From an optimization exercise on the open Yosys and OpenROAD flow, aimed at small area, a short achievable clock period and few clock cycles per item; shortcuts taken in it are not production practice. Where RTL was checked, it was by simulation tests only, not by an equivalence proof against the original. Power is estimated from default activity; no workload was simulated.

Design lsu_top, start of the top module:
module lsu_top (
  input  logic                          clk,
  input  logic                          rst,
  input  lsu_pkg::beat_t                in_data,
  input  logic                          in_valid,
  output logic                          in_ready,
  output lsu_pkg::beat_t                out_data,
  output logic                          out_valid,
  input  logic                          out_ready,
  input  logic                          start,
  input  logic                          store,
  output logic                          done,
  input  lsu_pkg::cfg_t                 len,
  input  lsu_pkg::cfg_t                 seg_count,
  input  lsu_pkg::cfg_t                 block_factor,
  input  lsu_pkg::cfg_t                 seg_stride,
  input  lsu_pkg::cfg_t                 addr_offset,
  output lsu_pkg::addr_t                ram_addr,
  output lsu_pkg::word_t                ram_d,
  output logic                          ram_we,
  output logic [lsu_pkg::num_banks-1:0] ram_ce,
  input  logic [lsu_pkg::num_banks*lsu_pkg::word_w-1:0] ram_q
);
  localparam int AW = lsu_pkg::addr_w;
  localparam int CW = lsu_pkg::cfg_w;
  localparam int WW = lsu_pkg::word_w;
  localparam int RL = lsu_pkg::rd_latency;
  lsu_pkg::gen_t g, g_step, g_init, g_next;
  logic [7:0] wib;            
  logic       is_st;          
  logic       st_run;         
  logic       ld_run;         
  logic       stall;          
  logic       stall_r;        
  logic       wait_dlv;       
  logic       deliver_r;      
  logic       x_last;
  logic       issue, push, resume, deliver;
  logic       done_next;
  logic [RL:0] rv;            
  logic [RL:0] rlb;           
  logic [RL:0] rlx;           
  logic [1:0]  rbk [RL+1];
  logic        out_last;
  logic [WW-1:0] ret_word;
  assign x_last = g.jl & g.sl;
  assign deliver = out_valid & out_ready;
  assign stall   = out_valid & ~out_ready;
  assign issue   = (st_run & in_valid) | (ld_run & ~stall_r & ~wait_dlv);
  ...
Size: about 2000 cells after synthesis, ~810 flip-flops, ~1500 I/O pins, about 31000 µm² of cells after synthesis.
clock: 5.0 ns
lec_check: 0
abc_clock_period_in_ps: 2000
cap_margin: 20
core_area: 3 3 497 497
cts_cluster_diameter: 80
cts_cluster_size: 24
die_area: 0 0 500 500
setup_slack_margin: 3.0
slew_margin: 20
tns_end_percent: 5
standard.sh (not shown) runs the stock make flow with config.mk's settings and CLKGATE_MAP_FILE= SYNTH_SCRIPT=/design/flow/synth_recipe.tcl, a recipe that flattens the netlist after the stock synthesis.
==> flow/flow/run.sh <==
#!/bin/bash
# Standard ORFS layout with two changes: ports get the smallest plain buffer
# (buf_1) instead of the delay buffer buffer_ports picks on its own, and the
# pins of each data bit are grouped on the die edge (flow/pins.tcl).
set -euo pipefail
bash standard.sh \
  "BUFFER_PORTS_ARGS=-buffer_cell sky130_fd_sc_hd__buf_1" \
  "PRE_IO_PLACEMENT_TCL=$PWD/flow/pins.tcl" \
  finish > standard_make.log 2>&1
==> flow/flow/pins.tcl <==
# Bit-slice pin groups: for bit b, the four ram_q words, the eight out_data
# words (in shift order), the eight in_data words and ram_d share one stretch
# of the die edge, so each slice's cells can sit together.
for {set b 0} {$b < 64} {incr b} {
  set names {}
  for {set k 0} {$k < 4} {incr k} { lappend names "ram_q\[[expr {64 * $k + $b}]\]" }
  for {set w 7} {$w >= 0} {incr w -1} { lappend names "out_data\[[expr {64 * $w + $b}]\]" }
  for {set w 0} {$w < 8} {incr w} { lappend names "in_data\[[expr {64 * $w + $b}]\]" }
  lappend names "ram_d\[$b\]"
  set_io_pin_constraint -pin_names $names -group -order
}
Testbench counts at the start, summed over its fixed seeds: cycles 73,854, items 9,040.
Rerun with:
--- a/flow/design.v
+++ b/flow/design.v
@@ -27,41 +27,58 @@
 endpackage
 module lsu_addr_gen (
   input  lsu_pkg::gen_t g,
   input  lsu_pkg::cfg_t len,
   input  lsu_pkg::cfg_t block_factor,
   input  lsu_pkg::cfg_t seg_stride,
   output lsu_pkg::gen_t g_step
 );
   localparam int AW = lsu_pkg::addr_w;
   localparam int CW = lsu_pkg::cfg_w;
   logic [CW-1:0] j_dec, blk_dec, s_dec;
   logic [AW-1:0] cur_inc, seg_sum, gen, prop;
-  logic [AW:0]   carry;
+  logic [AW:0]   carry, hi_c0, hi_c1;
+  logic          chain;
   always_comb begin
     for (int i = 0; i < CW; i++) begin
       j_dec[i]   = g.j_rem[i]   ^ ~|(g.j_rem   & ((CW'(1) << i) - CW'(1)));
       blk_dec[i] = g.blk_rem[i] ^ ~|(g.blk_rem & ((CW'(1) << i) - CW'(1)));
       s_dec[i]   = g.s_rem[i]   ^ ~|(g.s_rem   & ((CW'(1) << i) - CW'(1)));
     end
     for (int i = 0; i < AW; i++) begin
       cur_inc[i] = g.cur[i] ^ &(g.cur | ~((AW'(1) << i) - AW'(1)));
     end
     gen  = g.seg & seg_stride[AW-1:0];
     prop = g.seg ^ seg_stride[AW-1:0];
-    for (int i = 0; i <= AW; i++) begin
+    hi_c0 = '0;
+    hi_c1 = '0;
+    for (int i = 0; i <= AW / 2; i++) begin
       carry[i] = 1'b0;
       for (int k = 0; k < i; k++) begin
-        carry[i] = carry[i] | (gen[k] & &(prop | ~(((AW'(1) << i) - AW'(1)) & ~((AW'(1) << (k + 1)) - AW'(1)))));
-      end
+        chain = 1'b1;
+        for (int m = k + 1; m < i; m++) chain = chain & prop[m];
+        carry[i] = carry[i] | (gen[k] & chain);
+      end
+    end
+    for (int i = AW / 2 + 1; i <= AW; i++) begin
+      hi_c0[i] = 1'b0;
+      for (int k = AW / 2; k < i; k++) begin
+        chain = 1'b1;
+        for (int m = k + 1; m < i; m++) chain = chain & prop[m];
+        hi_c0[i] = hi_c0[i] | (gen[k] & chain);
+      end
+      chain = 1'b1;
+      for (int m = AW / 2; m < i; m++) chain = chain & prop[m];
+      hi_c1[i] = hi_c0[i] | chain;
+      carry[i] = carry[AW / 2] ? hi_c1[i] : hi_c0[i];
     end
     seg_sum = prop ^ carry[AW-1:0];
   end
   always_comb begin
     g_step = g;
     if (g.jl) begin
       g_step.seg     = seg_sum;
       g_step.cur     = g_step.seg;
       g_step.row     = g_step.seg;
       g_step.bank    = 2'd0;
       g_step.blk_rem = block_factor;
       g_step.bl      = (block_factor == CW'(1));
@@ -205,31 +222,32 @@
       stall_r   <= stall;
       deliver_r <= deliver;
       done      <= done_next;
       in_ready  <= ~start & st_run & ~(in_valid & x_last) &
                    (in_valid ? wib[6] : wib[7]);
     end
   end
   logic [WW-1:0] d_sel;
   always_comb begin
     d_sel = '0;
     for (int w = 0; w < 8; w++) d_sel |= in_data[w*WW +: WW] & {WW{wib[w]}};
   end
-  assign ram_we = is_st;
   always_ff @(posedge clk) begin
     if (rst) begin
+      ram_we <= 1'b0;
       ram_ce <= '0;
       rv     <= '0;
       out_valid <= 1'b0;
     end else begin
+      if (start) ram_we <= store;
       ram_ce <= issue ? (4'b0001 << g.bank) : 4'b0000;
       rv     <= stall_r ? '0 : {rv[RL-1:0], issue & ~is_st};
       out_valid <= stall | (rv[RL] & rlb[RL]);
     end
   end
   always_ff @(posedge clk) begin
     ram_addr <= g.cur;
     ram_d    <= d_sel;
     rlb      <= {rlb[RL-1:0], wib[7]};
     rlx      <= {rlx[RL-1:0], x_last};
     rbk[0]   <= g.bank;
     for (int i = 1; i <= RL; i++) rbk[i] <= rbk[i-1];
Effect: Count of clock-buffer cells in the layout went down by 2. Total power went up by a few percent. Critical path depth went down by 6. Fmax went up slightly. Setup slack is better by 0.0081 ns. Sequential cell count went up by 1. Routed wire length went up slightly. Area after synthesis went down slightly. First-iteration DRC count went down by about a fifth. Sequential power went up by a few percent. Die area stays the same.
Only the layout flow was run in the second run of this note; the RTL was not checked for function there.

## static timing again, ports no longer ideal
The results above use ideal ports. As a check the final layouts listed here were re-extracted and re-timed, cells and wires unchanged.
Step 1: set_driving_cell puts a clkbuf_16 on clk and a buf_2 on each other input, an assumption about the parent block.
Step 2, shift: input delay + t, output delay - t, t = (earliest + latest rising clock arrival at the registers) / 2. This alone moves slack from input paths to output paths.
Three values: ideal ports, drivers, drivers and shift; two values: the first two.
| run | t, ns | setup slack, ns | latest minus earliest clock arrival (ns) | cell pins on the clock port's net |
|---|---|---|---|---|
| the first run | 0.772 | 2.652 / 2.609 / 1.900 | 0.074 / 0.074 | 1 |
| the second run | 0.759 | 2.660 / 2.587 / 1.965 | 0.061 / 0.060 | 1 |
After both steps setup and hold are still met in every run listed. The setup slack of the first run, which loses most, moves by -0.043 ns with the drivers and by -0.752 ns with both steps.
